What follows belongs to an exercise in optimizing a design on an open flow for small area, a short achievable clock period and few clock cycles; a production flow would make more cautious choices. Function was checked by simulation only, so behaviour that the tests miss may differ from the original. Power and IR drop assume default switching activity.

==> inputs of violet <==
==> flow/design.v <==
package hms_pkg;
  localparam int GRID_SIZE  = 16;
  localparam int NCELLS     = GRID_SIZE * GRID_SIZE;
  localparam int ADDR_W     = 8;
  localparam int HEIGHT_W   = 8;
  localparam int COUNT_W    = 8;
  localparam logic [1:0] OP_WRITE  = 2'd0;
  localparam logic [1:0] OP_SMOOTH = 2'd1;
  localparam logic [1:0] OP_READ   = 2'd2;
  localparam logic [HEIGHT_W-1:0] THRESH_RESET = HEIGHT_W'(2);
  localparam int U1_POS = 40;
  localparam int U_LAG  = 22;                  
  localparam int U2_POS = U1_POS + U_LAG;
  localparam int W_POS  = U1_POS + 17;
  localparam int R_POS  = U2_POS - 17;
endpackage
module hms_ram #(
  parameter int DATA_W = 8,
  parameter int DEPTH  = 256,
  parameter int W_POS  = 57,
  parameter int U1_POS = 40,
  parameter int U2_POS = 60
) (
  input  logic                         clk,
  input  logic [DATA_W-1:0]            w_d,    
  input  logic [DATA_W-1:0]            u1_d,   
  input  logic [DATA_W-1:0]            u2_d,   
  output logic [DEPTH-1:0][DATA_W-1:0] q
);
  always_ff @(posedge clk) begin
    for (int k = 0; k < DEPTH; k++) begin
      if (k == W_POS) begin
        q[k] <= w_d;
      end else if (k == U1_POS) begin
        q[k] <= u1_d;
      end else if (k == U2_POS) begin
        q[k] <= u2_d;
      end else begin
        q[k] <= q[(k + DEPTH - 1) % DEPTH];
      end
    end
  end
endmodule
module hms_div18 (
  input  logic [7:0] x,
  output logic [3:0] q,
  output logic [4:0] r
);
  always_comb begin
    q = 4'd0;
    for (int k = 1; k <= 14; k++) begin
      if (x >= 8'(18 * k)) q = 4'(k);
    end
  end
  assign r = 5'(x[4:0] - (5'(q) << 4) - (5'(q) << 1));
endmodule
module hms_div9 (
  input  logic [6:0] x,
  output logic [3:0] q,
  output logic [3:0] r
);
  always_comb begin
    q = 4'd0;
    for (int k = 1; k <= 10; k++) begin
      if (x >= 7'(9 * k)) q = 4'(k);
    end
  end
  assign r = 4'(x[3:0] - (q << 3) - q);
endmodule
import hms_pkg::*;
module hms_unit (
  input  logic        clk,
  input  logic        rst,
  input  logic [7:0]  a0, a1, a2, r1,               
  input  logic [7:0]  b0, b1, b2,                   
  input  logic [7:0]  c4,                           
  input  logic [7:0]  c1,                           
  input  logic [7:0]  c,                            
  input  logic [7:0]  x,                            
  input  logic [13:0] k1n,                          
  input  logic [13:0] k2,                           
  input  logic        go,                           
  input  logic        last,                         
  input  logic        inner,                        
  output logic        act,
  output logic [7:0]  d,                            
  output logic        done,                         
  output logic [7:0]  count
);
  logic [9:0]  su;
  logic [11:0] sl;
  always_ff @(posedge clk) begin
    su <= 10'(a0) + 10'(a1) + 10'(a2) + 10'(r1);
    sl <= (12'(c4) << 3) + 12'd765 - 12'(b0) - 12'(b1) - 12'(b2);
  end
  logic [11:0] f;
  always_ff @(posedge clk) begin
    f <= sl - 12'(su) + 12'd1035;
  end
  logic [4:0]  fh, fh3;
  logic [6:0]  hl;
  logic [3:0]  hq, hr, hq3, hr3;
  logic        f03;
  logic [11:0] f3;
  assign fh = f[11:7];
  assign hl = 7'(fh) + 7'(f[6:1]);
  hms_div9 u_div9 (.x (hl), .q (hq), .r (hr));
  always_ff @(posedge clk) begin
    fh3 <= fh;
    hq3 <= hq;
    hr3 <= hr;
    f03 <= f[0];
    f3  <= f;
  end
  logic [4:0]  fr, g;
  logic        nz;
  logic [7:0]  vq;
  logic [8:0]  lo, hi;
  logic [13:0] lo_t, hi_t;
  assign fr   = {hr3, f03};
  assign nz   = fr != 5'd0;
  assign lo_t = 14'(f3) + k1n;
  assign hi_t = 14'(f3) + k2;
  always_ff @(posedge clk) begin
    vq <= 8'(c1 + 8'd100 - (8'(fh3) << 3) + 8'(fh3) - 8'(hq3) - 8'(nz));
    g  <= nz ? fr : 5'd18;
    lo <= lo_t[13] ? 9'd0 : (lo_t > 14'd256) ? 9'd256 : lo_t[8:0];
    hi <= hi_t[13] ? 9'd0 : (hi_t > 14'd256) ? 9'd256 : hi_t[8:0];
  end
  logic [3:0] xq;
  logic [4:0] xr;
  logic [7:0] nw0, nw1, nw;
  logic       cy, cond, run, upd;
  hms_div18 u_div (.x (x), .q (xq), .r (xr));
  assign nw0  = vq + 8'(xq);
  assign nw1  = vq + 8'(xq) + 8'd1;
  assign cy   = xr >= g;
  assign nw   = cy ? nw1 : nw0;
  assign cond = ({1'b0, x} < lo) || ({1'b0, x} >= hi);
  assign run  = act || go;
  assign upd  = run && inner && cond;
  assign d    = upd ? nw : c;
  logic       pu, pl, inc;
  logic [7:0] pc, cnt;
  assign inc   = pu && (x != pc);
  assign count = (inc && cnt != 8'hff) ? cnt + 8'd1 : cnt;
  always_ff @(posedge clk) begin
    pc <= c;
    pu <= upd;
    if (rst) begin
      act <= 1'b0;
      pl  <= 1'b0;
    end else begin
      act <= run && !last;
      pl  <= run && last;
    end
    cnt <= go ? 8'd0 : count;
  end
  assign done = pl;
endmodule
module hms_ctrl (
  input  logic        clk,
  input  logic        rst,
  input  logic        s_tvalid,
  output logic        s_tready,
  input  logic [15:0] s_tdata,
  input  logic [1:0]  s_tuser,
  input  logic        cfg_valid,
  input  logic [7:0]  cfg_data,
  output logic        m_tvalid,
  input  logic        m_tready,
  output logic [15:0] m_tdata
);
  localparam int D = NCELLS;
  logic        cfg_v1, cfg_v2;
  logic [7:0]  cfg_d1;
  logic [13:0] k1n, k2;
  always_ff @(posedge clk) begin
    cfg_d1 <= cfg_data;
    if (rst) begin
      cfg_v1 <= 1'b0;
      cfg_v2 <= 1'b0;
      k1n    <= 14'(-(9 * THRESH_RESET + 1800));
      k2     <= 14'(9 * THRESH_RESET - 1791);
    end else begin
      cfg_v1 <= cfg_valid;
      cfg_v2 <= cfg_v1;
      if (cfg_v1) begin
        k1n <= 14'd0 - (14'(cfg_d1) << 3) - 14'(cfg_d1) - 14'd1800;
        k2  <= (14'(cfg_d1) << 3) + 14'(cfg_d1) - 14'd1791;
      end
    end
  end
  logic [D-1:0][7:0] q;
  logic [7:0]        w_d, u1_d, u2_d;
  hms_ram #(
    .DATA_W (8),
    .DEPTH  (D),
    .W_POS  (W_POS),
    .U1_POS (U1_POS),
    .U2_POS (U2_POS)
  ) u_ram (
    .clk  (clk),
    .w_d  (w_d),
    .u1_d (u1_d),
    .u2_d (u2_d),
    .q    (q)
  );
  logic [7:0] cw, cr, cw_n, cr_n;
  logic       labeled, relabel;
  logic        c0v, c1v;
  logic [17:0] c0, c1;        
  logic        disp, acc;
  logic [1:0]  np;
  logic [17:0] cin;
  assign acc = s_tvalid && s_tready;
  assign cin = {s_tuser, s_tdata};
  assign np  = 2'(c0v) + 2'(c1v) - 2'(disp);
  logic [17:0] c0_n;
  logic        mw, mr;          
  assign c0_n = (np == 2'd0) ? cin : (disp ? c1 : c0);
  always_ff @(posedge clk) begin
    c0 <= c0_n;
    mw <= {c0_n[3:0], c0_n[7:4]} == cw_n;
    mr <= {c0_n[3:0], c0_n[7:4]} == cr_n;
    if (np == 2'd1) c1 <= cin;
    if (rst) begin
      c0v      <= 1'b0;
      c1v      <= 1'b0;
      s_tready <= 1'b1;
    end else begin
      c0v      <= (np != 2'd0) || acc;
      c1v      <= (np == 2'd2) || (np == 2'd1 && acc);
      s_tready <= !((np == 2'd2) || (np == 2'd1 && acc));
    end
  end
  logic [1:0] op;
  logic [7:0] addr, wval;
  assign op   = c0[17:16];
  assign wval = c0[15:8];
  assign addr = {c0[3:0], c0[7:4]};    
  logic        a1, a2, done1, done2, go1, go2;
  logic [7:0]  cnt1, cnt2;
  logic        busy, res_ok, cfg_hold;
  logic        first1, last1, inner1, first2, last2, inner2;
  logic [7:0]  cell1_n, cell2_n;
  assign cell1_n = 8'(cw_n - 8'(U1_POS - W_POS));
  assign cell2_n = 8'(cw_n - 8'(U2_POS - W_POS));
  always_ff @(posedge clk) begin
    first1 <= cell1_n == 8'd17;
    last1  <= cell1_n == 8'd238;
    inner1 <= cell1_n[3:0] != 4'd0 && cell1_n[3:0] != 4'd15;
    first2 <= cell2_n == 8'd17;
    last2  <= cell2_n == 8'd238;
    inner2 <= cell2_n[3:0] != 4'd0 && cell2_n[3:0] != 4'd15;
  end
  assign cfg_hold = cfg_v1 || cfg_v2;
  assign busy = a1 || a2 || done1 || done2;
  assign go1  = c0v && op == OP_SMOOTH && !busy && first1 && res_ok && !cfg_hold;
  assign go2  = c0v && op == OP_SMOOTH && a1 && !a2 && first2 && res_ok && !cfg_hold;
  hms_unit u_unit1 (
    .clk (clk), .rst (rst),
    .a0 (q[U1_POS+12]), .a1 (q[U1_POS+11]), .a2 (q[U1_POS+10]), .r1 (q[U1_POS-6]),
    .b0 (q[U1_POS-20]), .b1 (q[U1_POS-21]), .b2 (q[U1_POS-22]),
    .c4 (q[U1_POS-5]), .c1 (q[U1_POS-2]), .c (q[U1_POS-1]), .x (q[U1_POS]),
    .k1n (k1n), .k2 (k2),
    .go (go1), .last (last1), .inner (inner1),
    .act (a1), .d (u1_d), .done (done1), .count (cnt1)
  );
  hms_unit u_unit2 (
    .clk (clk), .rst (rst),
    .a0 (q[U2_POS+12]), .a1 (q[U2_POS+11]), .a2 (q[U2_POS+10]), .r1 (q[U2_POS-6]),
    .b0 (q[U2_POS-20]), .b1 (q[U2_POS-21]), .b2 (q[U2_POS-22]),
    .c4 (q[U2_POS-5]), .c1 (q[U2_POS-2]), .c (q[U2_POS-1]), .x (q[U2_POS]),
    .k1n (k1n), .k2 (k2),
    .go (go2), .last (last2), .inner (inner2),
    .act (a2), .d (u2_d), .done (done2), .count (cnt2)
  );
  logic do_w, do_r;
  assign do_w    = c0v && op == OP_WRITE && !busy && (mw || !labeled);
  assign do_r    = c0v && op == OP_READ && !busy && mr && res_ok;
  assign disp    = do_w || do_r || go1 || go2 || (c0v && op == 2'd3);
  assign relabel = do_w && !labeled;
  assign w_d  = do_w ? wval : q[W_POS-1];
  assign cw_n = relabel ? addr + 8'd1 : cw + 8'd1;
  assign cr_n = relabel ? 8'(addr + 8'd1 - 8'(R_POS - W_POS + 1)) : cr + 8'd1;
  always_ff @(posedge clk) begin
    cw <= cw_n;
    cr <= cr_n;
    if (rst) begin
      labeled <= 1'b0;
    end else if (do_w) begin
      labeled <= 1'b1;
    end
  end
  logic [15:0] o0;            
  logic [8:0]  o1;            
  logic       o0v, o1v;
  logic       rc0, rc1;       
  logic       pop, push, rsv;
  logic [8:0] pin;
  logic [1:0] on;
  function automatic logic [15:0] tdata(input logic [8:0] e);
    tdata = e[8] ? {e[7:0], 8'd0} : {8'd0, e[7:0]};
  endfunction
  assign res_ok = !rc1;
  assign pop    = o0v && m_tready;
  assign push   = do_r || done1 || done2;
  assign rsv    = do_r || go1 || go2;
  assign pin    = do_r ? {1'b0, q[R_POS]} : {1'b1, done1 ? cnt1 : cnt2};
  assign on     = 2'(o0v) + 2'(o1v) - 2'(pop);
  always_ff @(posedge clk) begin
    o0 <= (on == 2'd0) ? tdata(pin) : (pop ? tdata(o1) : o0);
    if (on == 2'd1) o1 <= pin;
    if (rst) begin
      o0v <= 1'b0;
      o1v <= 1'b0;
      rc0 <= 1'b0;
      rc1 <= 1'b0;
    end else begin
      o0v <= (on != 2'd0) || push;
      o1v <= (on == 2'd2) || (on == 2'd1 && push);
      if (rsv && !pop) begin
        rc1 <= rc0;
        rc0 <= 1'b1;
      end else if (pop && !rsv) begin
        rc0 <= rc1;
        rc1 <= 1'b0;
      end
    end
  end
  assign m_tvalid = o0v;
  assign m_tdata  = o0;
endmodule
import hms_pkg::*;
module height_map_smoother (
  input  logic        clk,
  input  logic        rst,
  input  logic        s_tvalid,
  output logic        s_tready,
  input  logic [15:0] s_tdata,    
  input  logic [1:0]  s_tuser,    
  output logic        m_tvalid,
  input  logic        m_tready,
  output logic [15:0] m_tdata,    
  input  logic        cfg_valid,
  output logic        cfg_ready,
  input  logic [7:0]  cfg_data
);
  assign cfg_ready = 1'b1;
  hms_ctrl u_ctrl (
    .clk       (clk),
    .rst       (rst),
    .s_tvalid  (s_tvalid),
    .s_tready  (s_tready),
    .s_tdata   (s_tdata),
    .s_tuser   (s_tuser),
    .cfg_valid (cfg_valid),
    .cfg_data  (cfg_data),
    .m_tvalid  (m_tvalid),
    .m_tready  (m_tready),
    .m_tdata   (m_tdata)
  );
endmodule
==> flow/run.sh <==
#!/bin/bash
# synth_recipe.tcl (not shown) runs the flow's synth.tcl, then flattens the netlist and writes it again
# the make line also repeats each setting of config.mk as NAME=value (left out here)
make -C /OpenROAD-flow-scripts/flow DESIGN_CONFIG=/design/flow/config.mk WORK_HOME=/design/flow/orfs CLKGATE_MAP_FILE= SYNTH_SCRIPT=/design/flow/synth_recipe.tcl finish
==> flow/config.mk <==
export PLATFORM = sky130hd
export DESIGN_NAME = height_map_smoother
export DESIGN_NICKNAME = height_map_smoother
export VERILOG_FILES = /design/flow/design.v
export SDC_FILE = /design/flow/constraint.sdc
export NUM_CORES = 4
export LEC_CHECK = 0
export CAP_MARGIN = 20
export CORE_MARGIN = 2
export CORE_UTILIZATION = 55
export CTS_BUF_LIST = sky130_fd_sc_hd__clkbuf_16
export CTS_CLUSTER_DIAMETER = 100
export CTS_CLUSTER_SIZE = 30
export SETUP_SLACK_MARGIN = 4
export SLEW_MARGIN = 20
==> flow/constraint.sdc <==
create_clock -name core_clock -period 8.0 [get_ports {clk}]
set_input_delay 1.6000 -clock core_clock [delete_from_list [all_inputs] [get_ports {clk}]]
set_output_delay 1.6000 -clock core_clock [all_outputs]
set_load 0.01 [all_outputs]
==> maple: changes against violet <==
SETUP_SLACK_MARGIN = 4.7   (was 4)
==> notes <==
- Between violet and maple, the lower setup slack is in violet (gap 310 ps).
- Between violet and maple, the lower register-to-register slack is in violet (gap 310 ps).
- In violet the combinational power is smaller than in maple, by 13%.
- Between violet and maple, the lower total power is in violet (gap 2.2%, measured against maple).
- Between maple and violet, the lower utilization is in violet (gap 1.3 points).
- Between violet and maple, the lower design area is in violet (gap about 2%, measured against maple).
- In maple the sequential share of layout area is lower than in violet, by 1.4 points.
- Clock power: maple is smaller than violet (about 1%).
- Die area is the same in maple and violet.
- Of maple and violet, maple has the higher critical path depth (gap 7).
Testbench counts of violet, summed over its fixed seeds: cycles 6,072.
Testbench counts of maple, summed over its fixed seeds: cycles 6,072.

port drivers added, routing unchanged:
The results above use ideal ports. As a check the final layouts listed here were re-extracted and re-timed, cells and wires unchanged. Step 1, drivers: a clkbuf_16 drives clk and a buf_2 each remaining input, both assumed. Step 2 also shifts input and output timing later by t, the mid clock arrival at the registers, as if the neighbouring blocks saw the same clock. Slacks: no drivers / after step 1 / after step 2; pairs: no drivers / after step 1.
run	t, ns	setup slack, ns	worst register clock-pin slew, ns	pins driven straight from the clock port
violet	0.764	4.139 / 4.139 / 4.139	0.12 / 0.12	1
maple	0.756	4.446 / 4.446 / 4.178	0.11 / 0.11	1
After both steps setup and hold are still met in every run listed. For maple, which loses most, drivers alone change the setup slack by 0.000 ns; drivers and shift together by -0.268 ns.
